Source: an optimization exercise on an open RTL-to-GDS flow (aim: small area). Production flows keep margins and buffers that such runs may drop.
In this exercise RTL edits were held to simulation tests only and were not proved equivalent to the original.
Power figures rest on the tool's default switching activity, not on a simulated workload.

==> inputs of job 5662 <==
Design axi_line_bridge, start of the top module:
module axi_line_bridge #(
  parameter int LINE_WIDTH = 512
) (
  input  logic                  clk,
  input  logic                  rst,
  input  logic                  i_rreq,
  input  logic [31:0]           i_raddr,
  output logic                  i_rdone,
  output logic [LINE_WIDTH-1:0] i_rline,
  input  logic                  d_rreq,
  input  logic [31:0]           d_raddr,
  output logic                  d_rdone,
  output logic [LINE_WIDTH-1:0] d_rline,
  input  logic                  d_wreq,
  input  logic [31:0]           d_waddr,
  input  logic [LINE_WIDTH-1:0] d_wline,
  output logic                  d_wdone,
  output logic [31:0]           araddr,
  output logic [7:0]            arlen,
  output logic [2:0]            arsize,
  output logic [1:0]            arburst,
  output logic                  arvalid,
  input  logic                  arready,
  input  logic [31:0]           rdata,
  input  logic                  rlast,
  input  logic [1:0]            rresp,
  input  logic                  rvalid,
  output logic                  rready,
  output logic [31:0]           awaddr,
  output logic [7:0]            awlen,
  output logic [2:0]            awsize,
  output logic [1:0]            awburst,
  output logic                  awvalid,
  input  logic                  awready,
  output logic [31:0]           wdata,
  output logic [3:0]            wstrb,
  output logic                  wlast,
  output logic                  wvalid,
  input  logic                  wready,
  input  logic [1:0]            bresp,
  input  logic                  bvalid,
  output logic                  bready,
  output logic                  axi_err
);
==> module axi_line_bridge, before the edit <==
module axi_line_bridge #(
  parameter int LINE_WIDTH = 512
) (
  input  logic                  clk,
  input  logic                  rst,
  input  logic                  i_rreq,
  input  logic [31:0]           i_raddr,
  output logic                  i_rdone,
  output logic [LINE_WIDTH-1:0] i_rline,
  input  logic                  d_rreq,
  input  logic [31:0]           d_raddr,
  output logic                  d_rdone,
  output logic [LINE_WIDTH-1:0] d_rline,
  input  logic                  d_wreq,
  input  logic [31:0]           d_waddr,
  input  logic [LINE_WIDTH-1:0] d_wline,
  output logic                  d_wdone,
  output logic [31:0]           araddr,
  output logic [7:0]            arlen,
  output logic [2:0]            arsize,
  output logic [1:0]            arburst,
  output logic                  arvalid,
  input  logic                  arready,
  input  logic [31:0]           rdata,
  input  logic                  rlast,
  input  logic [1:0]            rresp,
  input  logic                  rvalid,
  output logic                  rready,
  output logic [31:0]           awaddr,
  output logic [7:0]            awlen,
  output logic [2:0]            awsize,
  output logic [1:0]            awburst,
  output logic                  awvalid,
  input  logic                  awready,
  output logic [31:0]           wdata,
  output logic [3:0]            wstrb,
  output logic                  wlast,
  output logic                  wvalid,
  input  logic                  wready,
  input  logic [1:0]            bresp,
  input  logic                  bvalid,
  output logic                  bready,
  output logic                  axi_err
);
  localparam int BEATS = LINE_WIDTH / 32;
  localparam int CW    = $clog2(BEATS);
  localparam int OFFS  = $clog2(LINE_WIDTH / 8);
  localparam logic [7:0]    LAST_BEAT = 8'(BEATS - 1);
  localparam logic [CW-1:0] CNT_LAST  = CW'(BEATS - 1);
  localparam logic [31:0]   ADDR_MASK = {{(32 - OFFS){1'b1}}, {OFFS{1'b0}}};
  localparam logic [2:0] S_IDLE = 3'd0;
  localparam logic [2:0] S_AR   = 3'd1;
  localparam logic [2:0] S_R    = 3'd2;
  localparam logic [2:0] S_AW   = 3'd3;
  localparam logic [2:0] S_W    = 3'd4;
  localparam logic [2:0] S_B    = 3'd5;
  logic [2:0]                 state;
  logic                       own_d;    
  logic [CW-1:0]              cnt;      
  logic                       err;
  logic [LINE_WIDTH-33:0]     rbuf;     
  logic r_hs, b_hs, r_err, b_err;
  assign r_hs  = (state == S_R) && rvalid;
  assign b_hs  = (state == S_B) && bvalid;
  assign r_err = r_hs && ((rresp != 2'b00) || (rlast && (cnt != CNT_LAST)));
  assign b_err = b_hs && (bresp != 2'b00);
  always_ff @(posedge clk or posedge rst) begin
    if (rst) begin
      state <= S_IDLE;
      own_d <= 1'b0;
      cnt   <= '0;
      err   <= 1'b0;
    end else begin
      if (r_err || b_err) err <= 1'b1;
      case (state)
        S_IDLE: begin
          cnt <= '0;
          if (d_wreq) begin
            state <= S_AW;
          end else if (d_rreq) begin
            own_d <= 1'b1;
            state <= S_AR;
          end else if (i_rreq) begin
            own_d <= 1'b0;
            state <= S_AR;
          end
        end
        S_AR: if (arready) state <= S_R;
        S_R: if (rvalid) begin
          cnt <= cnt + 1'b1;
          if (rlast) state <= S_IDLE;
        end
        S_AW: if (awready) state <= S_W;
        S_W: if (wready) begin
          cnt <= cnt + 1'b1;
          if (cnt == CNT_LAST) state <= S_B;
        end
        S_B: if (bvalid) state <= S_IDLE;
        default: state <= S_IDLE;
      endcase
    end
  end
  always_ff @(posedge clk) begin
    if (r_hs) rbuf <= {rdata, rbuf[LINE_WIDTH-33:32]};
  end
  assign araddr  = (own_d ? d_raddr : i_raddr) & ADDR_MASK;
  assign arlen   = LAST_BEAT;
  assign arsize  = 3'b010;
  assign arburst = 2'b01;
  assign arvalid = (state == S_AR);
  assign rready  = (state == S_R);
  assign awaddr  = d_waddr & ADDR_MASK;
  assign awlen   = LAST_BEAT;
  assign awsize  = 3'b010;
  assign awburst = 2'b01;
  assign awvalid = (state == S_AW);
  assign wdata   = d_wline[cnt*32 +: 32];
  assign wstrb   = 4'hF;
  assign wvalid  = (state == S_W);
  assign wlast   = (state == S_W) && (cnt == CNT_LAST);
  assign bready  = (state == S_B);
  assign i_rdone = r_hs && rlast && !own_d;
  assign d_rdone = r_hs && rlast &&  own_d;
  assign d_wdone = b_hs;
  assign i_rline = {rdata, rbuf};
  assign d_rline = {rdata, rbuf};
  assign axi_err = err || r_err || b_err;
endmodule
clock: 5.0 ns
lec_check: 0
cap_margin: 20
core_area: 10 10 630 630
cts_buf_list: sky130_fd_sc_hd__clkbuf_4 sky130_fd_sc_hd__clkbuf_8
die_area: 0 0 640 640
place_density: 0.3
slew_margin: 20
standard.sh (not shown) runs the stock make flow with config.mk's settings and CLKGATE_MAP_FILE= SYNTH_SCRIPT=/design/flow/synth_recipe.tcl, a recipe that flattens the netlist after the stock synthesis.
==> flow/flow/run.sh <==
#!/bin/bash
# Standard layout, with the port buffers made of the smallest buffer cell.
set -euo pipefail
export BUFFER_PORTS_ARGS="-buffer_cell sky130_fd_sc_hd__buf_1"
bash standard.sh finish > flow_make.log 2>&1
==> inputs of job 1808, as changes to job 5662 <==
--- a/flow/design.v
+++ b/flow/design.v
@@ -57,5 +57,5 @@
   logic [2:0]                 state;
   logic                       own_d;    
-  logic [CW-1:0]              cnt;      
+  logic [BEATS-1:0]           beat;     
   logic                       err;
   logic [LINE_WIDTH-33:0]     rbuf;     
@@ -63,5 +63,5 @@
   assign r_hs  = (state == S_R) && rvalid;
   assign b_hs  = (state == S_B) && bvalid;
-  assign r_err = r_hs && ((rresp != 2'b00) || (rlast && (cnt != CNT_LAST)));
+  assign r_err = r_hs && ((rresp != 2'b00) || (rlast && !beat[BEATS-1]));
   assign b_err = b_hs && (bresp != 2'b00);
   always_ff @(posedge clk or posedge rst) begin
@@ -69,5 +69,5 @@
       state <= S_IDLE;
       own_d <= 1'b0;
-      cnt   <= '0;
+      beat  <= BEATS'(1);
       err   <= 1'b0;
     end else begin
@@ -75,5 +75,5 @@
       case (state)
         S_IDLE: begin
-          cnt <= '0;
+          beat <= BEATS'(1);
           if (d_wreq) begin
             state <= S_AW;
@@ -88,11 +88,11 @@
         S_AR: if (arready) state <= S_R;
         S_R: if (rvalid) begin
-          cnt <= cnt + 1'b1;
+          beat <= {beat[BEATS-2:0], beat[BEATS-1]};
           if (rlast) state <= S_IDLE;
         end
         S_AW: if (awready) state <= S_W;
         S_W: if (wready) begin
-          cnt <= cnt + 1'b1;
-          if (cnt == CNT_LAST) state <= S_B;
+          beat <= {beat[BEATS-2:0], beat[BEATS-1]};
+          if (beat[BEATS-1]) state <= S_B;
         end
         S_B: if (bvalid) state <= S_IDLE;
@@ -115,8 +115,12 @@
   assign awburst = 2'b01;
   assign awvalid = (state == S_AW);
-  assign wdata   = d_wline[cnt*32 +: 32];
+  always_comb begin
+    wdata = '0;
+    for (int k = 0; k < BEATS; k++)
+      wdata = wdata | (d_wline[32*k +: 32] & {32{beat[k]}});
+  end
   assign wstrb   = 4'hF;
   assign wvalid  = (state == S_W);
-  assign wlast   = (state == S_W) && (cnt == CNT_LAST);
+  assign wlast   = (state == S_W) && beat[BEATS-1];
   assign bready  = (state == S_B);
   assign i_rdone = r_hs && rlast && !own_d;
==> flow/flow/run.sh (replaced) <==
#!/bin/bash
# Standard layout, with the port buffers made of the smallest buffer cell and
# clock tree synthesis without dummy balancing loads.
set -euo pipefail
export BUFFER_PORTS_ARGS="-buffer_cell sky130_fd_sc_hd__buf_1"
export CTS_ARGS="-sink_clustering_enable -repair_clock_nets -dont_use_dummy_load -sink_clustering_size 22 -sink_clustering_max_diameter 120"
bash standard.sh finish > flow_make.log 2>&1
Settings changed: CORE_AREA 10 10 630 630 to 10 10 510 510, CTS_BUF_LIST sky130_fd_sc_hd__clkbuf_4 sky130_fd_sc_hd__clkbuf_8 to unset, DIE_AREA 0 0 640 640 to 0 0 520 520, PLACE_DENSITY 0.3 to 0.4.
==> summary of the runs <==
- Against job 5662, the sequential cell count of job 1808 is higher by 12.
- Power: job 5662 is larger than job 1808 (about 22%).
- Of job 5662 and job 1808, job 5662 has the higher cell count (gap 31%, measured against job 1808).
- In job 1808 the worst setup slack is higher than in job 5662, by 360 ps.
- In job 1808 the cell area is lower than in job 5662, by about 14%.
- Via count: job 1808 is larger than job 5662 (about 1.2%).
- Against job 1808, the register-to-register slack of job 5662 is worse by 170 ps.
- In job 5662 the clock power is larger than in job 1808, by about 90%.
- In job 1808 the routed wire length is lower than in job 5662, by 12%.
- Against job 5662, the fmax of job 1808 is higher by about 8%.
==> figures <==
metric                                                                    job 1808                 job 5662
Run status                                                 complete, no violations  complete, no violations
Cts bufs inserted                                                               35                      111
Power consumption                                                          15.6 mW                  19.1 mW
Post-Route WL                                                            276000 um                313000 um
Worst Setup Slack post-DPL                                                 1070 ps                   993 ps
Fraction of the mapped netlist area in simple logic gates                    1.65%                    1.40%
Area taken by flip-flops and latches                                  0.0150 sq mm             0.0146 sq mm
Count of antenna diodes in the layout                                           82                       55
GR Util met2                                                                 26.8%                    19.8%
Fin cells                                                                     6105                     8005
Area occupied by multi-input gates                                   0.00335 sq mm            0.00472 sq mm
Time the worst path needs with I/O delays and setup                        4550 ps                  4910 ps
Post-DP Area                                                          0.0293 sq mm             0.0325 sq mm
Utilization after layout                                                     12.2%                    9.19%
Achievable frequency                                                       220 MHz                  204 MHz
Inst Count DP                                                                 5988                     7753
Sequential logic power                                                     6.98 mW                  6.77 mW
Clock-cell share of area                                                     2.89%                    7.04%
Die Footprint                                                          0.270 sq mm              0.410 sq mm
Min-Delay Path Class                                                  flop to flop    primary input to flop
Area growth syn-to-layout                                                    31.7%                    45.9%
Launching instance or port of the critical path                            beat[0]                   cnt[0]

[static timing again, ports no longer ideal]
The flow's constraints put no driver on any port. The routed layouts listed below were extracted and timed again, unchanged, in two steps.
Step 1 assumes that a clkbuf_16 drives the clock port and a buf_2 every other input.
Step 2 adds t to the input delays and takes it off the output delays; t is the mean of the earliest and latest rising clock arrival at the registers after step 1. Input paths then give back, and output paths get back, about the clock's delay inside the block.
Slacks: ideal ports / drivers / drivers and shift; pairs: ideal ports / drivers.
run | t (ns) | setup WS [ns] | hold WS [ns] | worst data-port slew with drivers (ns) | cell pins on the clock port's net
job 5662 | 0.976 | 0.093 / 0.010 / 0.986 | 0.339 / 0.284 / 0.474 | 0.49 | 1
job 1808 | 0.691 | 0.452 / 0.392 / 0.815 | 0.377 / 0.377 / 0.377 | 0.52 | 1
After both steps setup and hold are still met in every run listed.
